What follows belongs to an exercise in optimizing a design on an open flow for small area; a production flow would make more cautious choices.
Power figures rest on the tool's default switching activity, not on a simulated workload.

Setup of before:
==> flow/design.v <==
package isa_pkg;
    localparam int word_w    = 16;               
    localparam int reg_idx_w = 4;                
    localparam int num_regs  = 1 << reg_idx_w;   
    localparam int pc_w      = 11;               
    localparam int imm_w     = 5;                
    localparam int step_w    = 5;
    localparam int n_steps   = 31;
    typedef logic [word_w-1:0]    word_t;
    typedef logic [reg_idx_w-1:0] reg_idx_t;
    typedef logic [pc_w-1:0]      pc_t;
endpackage
`timescale 1ns/1ns
module fetch_ctrl
(
    input  logic                       clk,
    input  logic                       rst_n,
    input  logic                       run,
    input  logic                       instr_valid,
    input  isa_pkg::word_t             instr_data,
    input  logic                       zero,        
    output logic                       fetch_req,
    output isa_pkg::pc_t               fetch_addr,
    output isa_pkg::word_t             instr,       
    output logic                       start,
    output logic                       stepping,
    output logic [isa_pkg::step_w-1:0] step,
    output logic                       retire
);
    logic        fetching;    
    logic        busy;        
    logic        idle;
    logic        pc_en;
    logic [3:0]  pc_i;
    logic        taken;
    logic        off_bit;
    logic        cin;
    logic        pc_c;
    logic [1:0]  pc_sum;
    isa_pkg::word_t ir;
    isa_pkg::pc_t   pc;
    assign idle      = !fetching && !busy;
    assign start     = fetching && instr_valid;
    assign retire    = busy && (step == isa_pkg::step_w'(isa_pkg::n_steps));
    assign stepping  = start || (busy && !retire);
    assign fetch_req = run && (idle || retire);
    always_ff @(posedge clk or negedge rst_n)
    begin
        if (!rst_n)
        begin
            fetching <= 1'b0;
            busy     <= 1'b0;
            step     <= '0;
        end
        else
        begin
            if (fetch_req)
                fetching <= 1'b1;
            else if (instr_valid)
                fetching <= 1'b0;
            if (start)
                busy <= 1'b1;
            else if (retire)
                busy <= 1'b0;
            if (stepping)
                step <= step + 1'b1;
            else
                step <= '0;
        end
    end
    always_ff @(posedge clk)
    begin
        if (start)
            ir <= instr_data;
    end
    assign instr = start ? instr_data : ir;
    assign pc_i    = step[3:0];
    assign pc_en   = busy && step[4] && (pc_i < 4'd11);
    assign taken   = (ir[15:13] == 3'b100) && zero;
    assign off_bit = taken && ir[(pc_i < 4'd4) ? pc_i : 4'd4];
    assign cin     = (pc_i == 4'd0) ? 1'b1 : pc_c;
    assign pc_sum  = {1'b0, pc[0]} + {1'b0, off_bit} + {1'b0, cin};
    always_ff @(posedge clk)
    begin
        pc_c <= pc_sum[1];
    end
    always_ff @(posedge clk or negedge rst_n)
    begin
        if (!rst_n)
            pc <= '0;
        else if (pc_en)
            pc <= {pc_sum[0], pc[isa_pkg::pc_w-1:1]};
    end
    assign fetch_addr = pc;
endmodule
`timescale 1ns/1ns
module reg_file
(
    input  logic              clk,
    input  logic [3:0]        ph_nxt,     
    input  logic              clr,        
    input  logic              we,
    input  isa_pkg::reg_idx_t wr_idx,
    input  isa_pkg::word_t    wr_data,
    input  isa_pkg::reg_idx_t rs_idx,
    input  isa_pkg::reg_idx_t rt_idx,
    output logic              rs_bit,     
    output logic              rt_bit      
);
    isa_pkg::word_t ring [isa_pkg::num_regs];
    logic [isa_pkg::word_w-1:0] heads;
    logic [2*isa_pkg::word_w-1:0] dbl;
    isa_pkg::word_t wr_rot;
    assign dbl    = {wr_data, wr_data} >> ph_nxt;
    assign wr_rot = dbl[isa_pkg::word_w-1:0];
    localparam isa_pkg::word_t odd = 16'haaaa;
    always_ff @(posedge clk)
    begin
        for (int i = 0; i < isa_pkg::num_regs; i++)
        begin
            if (clr || (we && (wr_idx == isa_pkg::reg_idx_t'(i))))
                ring[i] <= (clr ? '0 : wr_rot) ^ odd;
            else
                ring[i] <= {ring[i][0], ring[i][isa_pkg::word_w-1:1]} ^ {1'b1, {(isa_pkg::word_w-1){1'b1}}};
        end
    end
    always_comb
    begin
        for (int i = 0; i < isa_pkg::num_regs; i++)
            heads[i] = ring[i][0];
    end
    assign rs_bit = heads[rs_idx];
    assign rt_bit = heads[rt_idx];
endmodule
`timescale 1ns/1ns
module exec_unit
(
    input  logic                      clk,
    input  logic                      start,       
    input  logic                      stepping,    
    input  logic [isa_pkg::step_w-1:0] step,
    input  logic [3:0]                ph,
    input  logic                      a_bit,
    input  logic                      b_bit,
    input  logic                      is_mult,
    input  logic                      is_slt,
    input  logic                      inv_b,       
    output isa_pkg::word_t            result,
    output logic                      zero         
);
    localparam int w = isa_pkg::word_w;
    logic [w:0]   acc;
    logic [w:0]   base;
    logic [w:0]   y;
    logic [w:0]   y_add;
    logic [w-1:0] y_mul;
    logic [w-1:0] bring;
    logic [w-1:0] bmod;
    logic [w-1:0] ge_k;
    logic         pass1;
    logic         add_en;
    logic         mul_en;
    logic         slt_fix;
    logic         a_x;
    logic         b_x;
    logic         s_bit;
    logic         c_bit;
    logic         top;
    assign pass1   = !step[4];
    assign add_en  = stepping && !is_mult && pass1;
    assign mul_en  = stepping && is_mult;
    assign slt_fix = stepping && is_slt && (step == isa_pkg::step_w'(16));
    assign top   = is_slt && (ph == 4'd15);
    assign a_x   = a_bit ^ top;
    assign b_x   = b_bit ^ inv_b ^ top;
    assign s_bit = a_x ^ b_x;
    assign c_bit = a_x & b_x;
    always_comb
    begin
        for (int n = 0; n <= w; n++)
        begin
            y_add[n] = ((n < w) && (ph == 4'(n)) && s_bit) ||
                       ((n > 0) && (ph == 4'(n - 1)) && c_bit);
        end
    end
    always_comb
    begin
        for (int n = 0; n < w; n++)
        begin
            ge_k[n] = (4'(n) >= ph);
            if (4'(n) == {ph[2:0], 1'b0})
                bmod[n] = pass1 && b_bit;
            else
                bmod[n] = bring[n];
            y_mul[n] = a_bit && bmod[n] && ge_k[n];
        end
    end
    always_ff @(posedge clk)
    begin
        if (mul_en)
            bring <= {bmod[w-2:0], bmod[w-1]};
        else
            bring <= '0;
    end
    assign y = add_en ? y_add : (mul_en ? {1'b0, y_mul} : '0);
    always_comb
    begin
        if (start)
            base = {{w{1'b0}}, inv_b};
        else if (slt_fix)
            base = {{w{1'b0}}, !acc[w]};
        else
            base = acc;
    end
    always_ff @(posedge clk)
    begin
        acc <= base + y;
    end
    assign result = acc[w-1:0];
    assign zero   = (acc[w-1:0] == '0);
endmodule
`timescale 1ns/1ns
module isa_core
(
    input  logic              clk,
    input  logic              rst_n,
    input  logic              run,
    input  logic              host_we,
    input  isa_pkg::reg_idx_t host_idx,
    input  isa_pkg::word_t    host_data,
    input  logic              instr_valid,
    input  isa_pkg::word_t    instr_data,
    output logic              fetch_req,
    output isa_pkg::pc_t      fetch_addr,
    output logic              wb_valid,
    output isa_pkg::reg_idx_t wb_idx,
    output isa_pkg::word_t    wb_data,
    output logic              io_stall
);
    logic                       clr;
    logic [3:0]                 ph;
    logic [3:0]                 ph_nxt;
    isa_pkg::word_t             instr;
    logic                       start;
    logic                       stepping;
    logic [isa_pkg::step_w-1:0] step;
    logic                       retire;
    logic                       zero;
    logic                       rs_bit;
    logic                       rt_bit;
    logic                       is_alu;
    logic                       is_mult;
    logic                       is_slt;
    logic                       inv_b;
    logic                       core_we;
    logic                       host_wr;
    logic                       rf_we;
    isa_pkg::reg_idx_t          rf_idx;
    isa_pkg::word_t             rf_data;
    isa_pkg::word_t             result;
    always_ff @(posedge clk or negedge rst_n)
    begin
        if (!rst_n)
        begin
            clr <= 1'b1;
            ph  <= '0;
        end
        else
        begin
            clr <= 1'b0;
            ph  <= ph_nxt;
        end
    end
    assign ph_nxt = ph + 4'd1;
    fetch_ctrl u_fetch_ctrl (
        .clk         (clk),
        .rst_n       (rst_n),
        .run         (run),
        .instr_valid (instr_valid),
        .instr_data  (instr_data),
        .zero        (zero),
        .fetch_req   (fetch_req),
        .fetch_addr  (fetch_addr),
        .instr       (instr),
        .start       (start),
        .stepping    (stepping),
        .step        (step),
        .retire      (retire)
    );
    assign is_alu  = (instr[15:14] == 2'b00);
    assign is_mult = (instr[15:13] == 3'b001) && instr[0];
    assign is_slt  = (instr[15:13] == 3'b001) && !instr[0];
    assign inv_b   = ((instr[15:13] == 3'b000) && instr[0]) || is_slt ||
                     (instr[15:13] == 3'b100);
    assign core_we = retire && is_alu;
    assign host_wr = host_we && !run;
    assign rf_we   = core_we || host_wr;
    assign rf_idx  = core_we ? instr[4:1] : host_idx;
    assign rf_data = core_we ? result : host_data;
    reg_file u_reg_file (
        .clk     (clk),
        .ph_nxt  (ph_nxt),
        .clr     (clr),
        .we      (rf_we),
        .wr_idx  (rf_idx),
        .wr_data (rf_data),
        .rs_idx  (instr[12:9]),
        .rt_idx  (instr[8:5]),
        .rs_bit  (rs_bit),
        .rt_bit  (rt_bit)
    );
    exec_unit u_exec_unit (
        .clk      (clk),
        .start    (start),
        .stepping (stepping),
        .step     (step),
        .ph       (ph),
        .a_bit    (rs_bit),
        .b_bit    (rt_bit),
        .is_mult  (is_mult),
        .is_slt   (is_slt),
        .inv_b    (inv_b),
        .result   (result),
        .zero     (zero)
    );
    assign wb_valid = core_we;
    assign wb_idx   = instr[4:1];
    assign wb_data  = result;
    assign io_stall = !retire;
endmodule
Settings: LEC_CHECK=0, CAP_MARGIN=20, CORE_MARGIN=2, CORE_UTILIZATION=55, CTS_BUF_LIST=sky130_fd_sc_hd__clkbuf_4 sky130_fd_sc_hd__clkbuf_8, CTS_CLUSTER_SIZE=24, SLEW_MARGIN=20; clock period 5.5 ns.
run.sh (not shown) runs the stock make flow with config.mk's settings and CLKGATE_MAP_FILE= SYNTH_SCRIPT=/design/flow/synth_recipe.tcl, a recipe that flattens the netlist after the stock synthesis.
before went all the way through synthesis, placement and routing and the layout is clean on timing, DRC and antenna.
Edits applied to the flow inputs when going from before to after:
--- a/flow/design.v
+++ b/flow/design.v
@@ -23,5 +23,6 @@
     output isa_pkg::pc_t               fetch_addr,
     output isa_pkg::word_t             instr,       
-    output logic                       start,
+    output isa_pkg::reg_idx_t          rs_sel,      
+    output isa_pkg::reg_idx_t          rt_sel,      
     output logic                       stepping,
     output logic [isa_pkg::step_w-1:0] step,
@@ -31,4 +32,6 @@
     logic        busy;        
     logic        idle;
+    logic        start;
+    isa_pkg::word_t ir_nxt;
     logic        pc_en;
     logic [3:0]  pc_i;
@@ -42,6 +45,6 @@
     assign idle      = !fetching && !busy;
     assign start     = fetching && instr_valid;
-    assign retire    = busy && (step == isa_pkg::step_w'(isa_pkg::n_steps));
-    assign stepping  = start || (busy && !retire);
+    assign retire    = busy && (step == isa_pkg::step_w'(isa_pkg::n_steps - 1));
+    assign stepping  = busy;
     assign fetch_req = run && (idle || retire);
     always_ff @(posedge clk or negedge rst_n)
@@ -63,5 +66,5 @@
             else if (retire)
                 busy <= 1'b0;
-            if (stepping)
+            if (busy)
                 step <= step + 1'b1;
             else
@@ -69,10 +72,12 @@
         end
     end
+    assign ir_nxt = start ? instr_data : ir;
     always_ff @(posedge clk)
     begin
-        if (start)
-            ir <= instr_data;
+        ir <= ir_nxt;
     end
-    assign instr = start ? instr_data : ir;
+    assign instr  = ir;
+    assign rs_sel = ir_nxt[12:9];
+    assign rt_sel = ir_nxt[8:5];
     assign pc_i    = step[3:0];
     assign pc_en   = busy && step[4] && (pc_i < 4'd11);
@@ -128,5 +133,5 @@
     begin
         for (int i = 0; i < isa_pkg::num_regs; i++)
-            heads[i] = ring[i][0];
+            heads[i] = !ring[i][1];    
     end
     assign rs_bit = heads[rs_idx];
@@ -137,5 +142,4 @@
 (
     input  logic                      clk,
-    input  logic                      start,       
     input  logic                      stepping,    
     input  logic [isa_pkg::step_w-1:0] step,
@@ -146,9 +150,11 @@
     input  logic                      is_slt,
     input  logic                      inv_b,       
-    output isa_pkg::word_t            result,
+    output isa_pkg::word_t            result,      
     output logic                      zero         
 );
     localparam int w = isa_pkg::word_w;
     logic [w:0]   acc;
+    logic [w:0]   acc_nxt;
+    logic         start;
     logic [w:0]   base;
     logic [w:0]   y;
@@ -167,4 +173,5 @@
     logic         c_bit;
     logic         top;
+    assign start   = stepping && (step == '0);
     assign pass1   = !step[4];
     assign add_en  = stepping && !is_mult && pass1;
@@ -213,9 +220,10 @@
             base = acc;
     end
+    assign acc_nxt = base + y;
     always_ff @(posedge clk)
     begin
-        acc <= base + y;
+        acc <= acc_nxt;
     end
-    assign result = acc[w-1:0];
+    assign result = acc_nxt[w-1:0];
     assign zero   = (acc[w-1:0] == '0);
 endmodule
@@ -242,5 +250,8 @@
     logic [3:0]                 ph_nxt;
     isa_pkg::word_t             instr;
-    logic                       start;
+    isa_pkg::reg_idx_t          rs_sel;
+    isa_pkg::reg_idx_t          rt_sel;
+    logic                       a_bit;
+    logic                       b_bit;
     logic                       stepping;
     logic [isa_pkg::step_w-1:0] step;
@@ -283,5 +294,6 @@
         .fetch_addr  (fetch_addr),
         .instr       (instr),
-        .start       (start),
+        .rs_sel      (rs_sel),
+        .rt_sel      (rt_sel),
         .stepping    (stepping),
         .step        (step),
@@ -305,17 +317,21 @@
         .wr_idx  (rf_idx),
         .wr_data (rf_data),
-        .rs_idx  (instr[12:9]),
-        .rt_idx  (instr[8:5]),
+        .rs_idx  (rs_sel),
+        .rt_idx  (rt_sel),
         .rs_bit  (rs_bit),
         .rt_bit  (rt_bit)
     );
+    always_ff @(posedge clk)
+    begin
+        a_bit <= rs_bit;
+        b_bit <= rt_bit;
+    end
     exec_unit u_exec_unit (
         .clk      (clk),
-        .start    (start),
         .stepping (stepping),
         .step     (step),
         .ph       (ph),
-        .a_bit    (rs_bit),
-        .b_bit    (rt_bit),
+        .a_bit    (a_bit),
+        .b_bit    (b_bit),
         .is_mult  (is_mult),
         .is_slt   (is_slt),
[summary]
after: flow complete, layout not clean; failing: setup timing. Compare after and before | multi-input logic area lower: before. Count of mapped cells out of synthesis: after > before. after vs before: area of the mapped netlist up. Peak fanout along the critical path came out lower on after than on before. Max relative max-transition margin across after and before: before. after vs before on clock power share: after is the higher one. Compared with before, after shows a higher time the worst path needs with I/O delays and setup. In after, routed wire length is higher than in before. Measured against each other, after and before differ in sequential share of layout area, the higher figure coming from before. Total via count in the routed design came out higher on after than on before.
Function was not checked in any run of this note: the RTL went through the layout flow alone.

==> static timing again, ports no longer ideal <==
The flow's constraints put no driver on any port. The routed layouts listed below were extracted and timed again, unchanged, in two steps.
Step 1 assumes that a clkbuf_16 drives the clock port and a buf_2 every other input.
Step 2 adds t to the input delays and takes it off the output delays; t is the mean of the earliest and latest rising clock arrival at the registers after step 1. Input paths then give back, and output paths get back, about the clock's delay inside the block.
Three values: ideal ports, drivers, drivers and shift; two values: the first two.
run	t, ns	setup WS [ns]	clock arrival spread, ns
before	0.619	0.274 / 0.297 / -0.322	0.034 / 0.035
after	0.655	-0.067 / -0.114 / 0.179	0.039 / 0.039
Met with ideal ports but missed after step 2: setup timing in before. For before, which loses most, drivers alone change the setup slack by +0.023 ns; drivers and shift together by -0.596 ns.
